What follows belongs to an exercise in optimizing a design on an open flow for small area and a short achievable clock period; a production flow would make more cautious choices.

==> inputs of job 551 <==
// xgmii_rx_top
module xgmii_rx_top
#(
    parameter int MAX_FRAME_LEN = 1518
) (
    input  logic        clk,
    input  logic        inv_aresetn,
    input  logic [63:0] xgmii_data_i,
    input  logic [7:0]  xgmii_ctrl_i,
    output logic [63:0] axis_tdata_o,
    output logic [7:0]  axis_tkeep_o,
    output logic        axis_tvalid_o,
    output logic        axis_tlast_o,
    output logic        axis_tuser_o,
    output logic        stat_valid_o,
    output logic        stat_crc_ok_o,
    output logic [13:0] stat_len_o,
    output logic [3:0]  stat_size_o,
    output logic [31:0] good_frames_o,
    output logic [31:0] bad_frames_o
);
==> module xgmii_frame_parser, before the edit <==
module xgmii_frame_parser
(
    input  logic        clk,
    input  logic        inv_aresetn,
    input  logic [63:0] xgmii_data_i,
    input  logic [7:0]  xgmii_ctrl_i,
    output logic [63:0] word_o,
    output logic        word_start_o,
    output logic [2:0]  check_lane_o,
    input  logic        crc_match_i,
    output logic [63:0] axis_tdata_o,
    output logic [7:0]  axis_tkeep_o,
    output logic        axis_tvalid_o,
    output logic        axis_tlast_o,
    output logic        axis_tuser_o,
    output logic [10:0] words_o,
    output logic [2:0]  len_lo_o
);
    typedef enum logic [1:0] {
        ST_IDLE,
        ST_DATA,
        ST_TAIL
    } state_t;
    logic [63:0] data_mask;
    logic        is_sfd_lane;
    logic [7:0]  is_term;
    logic [2:0]  term_lane;
    logic        to_tail;
    always_comb begin
        for (int i = 0; i < xgmii_rx_pkg::LANES; i++) begin
            data_mask[8*i +: 8] = {8{(i == 0 || i == 4 || !xgmii_ctrl_i[i]) && (i >= 4 || !to_tail)}};
            is_term[i] = (xgmii_data_i[8*i +: 8] == xgmii_rx_pkg::XGMII_TERM);
        end
    end
    assign is_sfd_lane = (xgmii_data_i[7:0] == xgmii_rx_pkg::XGMII_START) && !inv_aresetn;
    always_comb begin
        term_lane = '0;
        for (int i = xgmii_rx_pkg::LANES - 1; i >= 0; i--) begin
            if (xgmii_ctrl_i[i]) begin
                term_lane = 3'(i);
            end
        end
    end
    logic [7:0]  w_ctrl8_q;
    logic [7:0]  w_is_term_q;
    logic [2:0]  w_lane_q;
    logic        w_start_lane_q;
    logic        w_start_q;
    logic [63:0] w_data_q;
    logic [63:0] hold_q;
    always_ff @(posedge clk) begin
        w_data_q    <= xgmii_data_i & data_mask;
        w_ctrl8_q   <= xgmii_ctrl_i;
        w_is_term_q <= is_term;
        w_lane_q    <= to_tail ? w_lane_q : term_lane;
        w_start_lane_q <= is_sfd_lane;
        hold_q      <= w_data_q;
    end
    logic        w_ctrl_q;
    logic        w_term_ok_q;
    assign w_ctrl_q    = |w_ctrl8_q;
    assign w_start_q   = w_start_lane_q && (w_ctrl8_q == 8'h01);
    assign w_term_ok_q = w_is_term_q[w_lane_q] && ((w_ctrl8_q >> w_lane_q) == (8'hFF >> w_lane_q));
    assign word_o       = w_data_q;
    assign word_start_o = w_start_q;
    state_t      state_q;
    state_t      state_d;
    logic        held_vld_q;
    logic        held_vld_d;
    logic        tail_ok_q;
    logic [10:0] words_q;
    logic [10:0] words_d;
    logic [2:0]  len_lo_q;
    logic        cnt_inc_q;
    logic        cnt_clr_q;
    logic [10:0] words_tgl;
    logic        good;
    logic        tvalid_d;
    logic        tlast_d;
    logic [7:0]  tkeep_d;
    logic        tuser_d;
    logic [2:0]  len_lo_d;
    assign check_lane_o = w_lane_q;
    assign good         = crc_match_i && ((state_q == ST_TAIL) ? tail_ok_q : w_term_ok_q);
    assign to_tail      = (state_d == ST_TAIL);
    assign words_o  = words_q;
    assign len_lo_o = len_lo_q;
    always_comb begin
        state_d    = state_q;
        held_vld_d = held_vld_q;
        tvalid_d   = 1'b0;
        tlast_d    = 1'b0;
        tkeep_d    = 8'hFF;
        tuser_d    = good;
        len_lo_d   = 3'd4;
        case (state_q)
            ST_IDLE: begin
                if (w_start_q) begin
                    state_d    = ST_DATA;
                    held_vld_d = 1'b0;
                end
            end
            ST_DATA: begin
                if (!w_ctrl_q) begin
                    tvalid_d   = held_vld_q;
                    held_vld_d = 1'b1;
                end else begin
                    held_vld_d = 1'b0;
                    state_d    = ST_IDLE;
                    tvalid_d   = held_vld_q;
                    if (!w_term_ok_q) begin
                        tlast_d = 1'b1;
                    end else if (w_lane_q < 3'd4) begin
                        tlast_d = 1'b1;
                        tkeep_d  = 8'hFF >> (3'd4 - w_lane_q);
                        len_lo_d = w_lane_q;
                    end else if (w_lane_q == 3'd4) begin
                        tlast_d = 1'b1;
                    end else begin
                        state_d = ST_TAIL;
                    end
                end
            end
            ST_TAIL: begin
                tvalid_d   = 1'b1;
                tlast_d    = 1'b1;
                tkeep_d    = 8'hFF >> (4'd12 - {1'b0, w_lane_q});
                len_lo_d   = w_lane_q;
                held_vld_d = 1'b0;
                state_d    = w_start_q ? ST_DATA : ST_IDLE;
            end
            default: begin
                state_d = ST_IDLE;
            end
        endcase
    end
    always_comb begin
        words_tgl[0] = cnt_inc_q;
        for (int i = 1; i < 11; i++) begin
            words_tgl[i] = words_tgl[i-1] & words_q[i-1];
        end
        words_d = cnt_clr_q ? {10'd0, cnt_inc_q} : (words_q ^ words_tgl);
    end
    always_ff @(posedge clk) begin
        axis_tdata_o <= hold_q;
        axis_tkeep_o <= tkeep_d;
        axis_tlast_o <= tlast_d;
        words_q      <= words_d;
        cnt_inc_q    <= (state_q == ST_DATA) && !w_ctrl_q;
        cnt_clr_q    <= (state_q == ST_DATA) && !held_vld_q;
        tail_ok_q    <= w_term_ok_q;
        axis_tuser_o <= tuser_d;
        if (tvalid_d && tlast_d) begin
            len_lo_q <= len_lo_d;
        end
        if (inv_aresetn) begin
            state_q       <= ST_IDLE;
            held_vld_q    <= 1'b0;
            axis_tvalid_o <= 1'b0;
        end else begin
            state_q       <= state_d;
            held_vld_q    <= held_vld_d;
            axis_tvalid_o <= tvalid_d;
        end
    end
endmodule
Settings: LEC_CHECK=0, CAP_MARGIN=20, CORE_MARGIN=2, CORE_UTILIZATION=55, CTS_CLUSTER_DIAMETER=120, CTS_CLUSTER_SIZE=25, SLEW_MARGIN=20, SYNTH_HIERARCHICAL=1, BUFFER_PORTS_ARGS=-buffer_cell sky130_fd_sc_hd__buf_1, SETUP_SLACK_MARGIN=7.25; clock period 10.5 ns.
standard.sh (not shown) runs the stock make flow with config.mk's settings and CLKGATE_MAP_FILE= SYNTH_SCRIPT=/design/flow/synth_recipe.tcl, a recipe that flattens the netlist after the stock synthesis.
==> flow/flow/run.sh <==
#!/bin/bash
# Standard layout (settings from config.mk via config.mk) plus the settings
# in flow/extra.mk: plain buf_1 port buffers instead of the default
# delay-cell buffers, and a larger setup margin for timing repair.
set -e
cp config.mk config_in.log
cat flow/extra.mk >> config.mk
bash standard.sh > standard.log 2>&1
==> flow/flow/extra.mk <==
export BUFFER_PORTS_ARGS = -buffer_cell sky130_fd_sc_hd__buf_1
export SETUP_SLACK_MARGIN = 7.25
==> job 1765: changes against job 551 <==
--- a/flow/design.v
+++ b/flow/design.v
@@ -108,4 +108,4 @@
     logic        cnt_inc_q;
-    logic        cnt_clr_q;
-    logic [10:0] words_tgl;
+    logic        cnt_first_q;
+    logic        cnt_zero_q;
     logic        good;
@@ -171,7 +171,9 @@
     always_comb begin
-        words_tgl[0] = cnt_inc_q;
-        for (int i = 1; i < 11; i++) begin
-            words_tgl[i] = words_tgl[i-1] & words_q[i-1];
+        if (cnt_inc_q) begin
+            words_d = cnt_first_q ? 11'd1 : words_q + 11'd1;
+        end else if (cnt_zero_q) begin
+            words_d = '0;
+        end else begin
+            words_d = words_q;
         end
-        words_d = cnt_clr_q ? {10'd0, cnt_inc_q} : (words_q ^ words_tgl);
     end
@@ -183,3 +185,4 @@
         cnt_inc_q    <= (state_q == ST_DATA) && !w_ctrl_q;
-        cnt_clr_q    <= (state_q == ST_DATA) && !held_vld_q;
+        cnt_first_q  <= !held_vld_q;
+        cnt_zero_q   <= (state_q == ST_DATA) && w_ctrl_q && !held_vld_q;
         tail_ok_q    <= w_term_ok_q;
==> summary of the runs <==
Via count: job 551 is smaller than job 1765 (about 5%).
Sequential share of layout area: job 1765 is lower than job 551 (0.16 points).
Between job 1765 and job 551, the lower synthesized cell count is in job 551 (gap 4.7%, measured against job 551).
Of job 551 and job 1765, job 1765 has the higher wire length (gap about 5%, measured against job 1765).
No functional check of the RTL was part of any run of this note.

separate check: timing with driven ports:
No port has a modelled driver above. Below, the same layouts with a new extraction and two added sets of constraints.
Step 1, drivers: a clkbuf_16 drives clk and a buf_2 each remaining input, both assumed.
Step 2 also shifts input and output timing later by t, the mid clock arrival at the registers, as if the neighbouring blocks saw the same clock.
a / b / c = ideal ports / drivers / drivers and shift; a / b = the first two.
| run | t (ns) | setup WS [ns] | clock arrival spread, ns |
|---|---|---|---|
| job 551 | 0.546 | 7.304 / 7.255 / 7.257 | 0.029 / 0.029 |
| job 1765 | 0.544 | 7.299 / 7.249 / 7.131 | 0.022 / 0.022 |
After both steps setup and hold are still met in every run listed. For job 1765, which loses most, drivers alone change the setup slack by -0.050 ns; drivers and shift together by -0.168 ns.
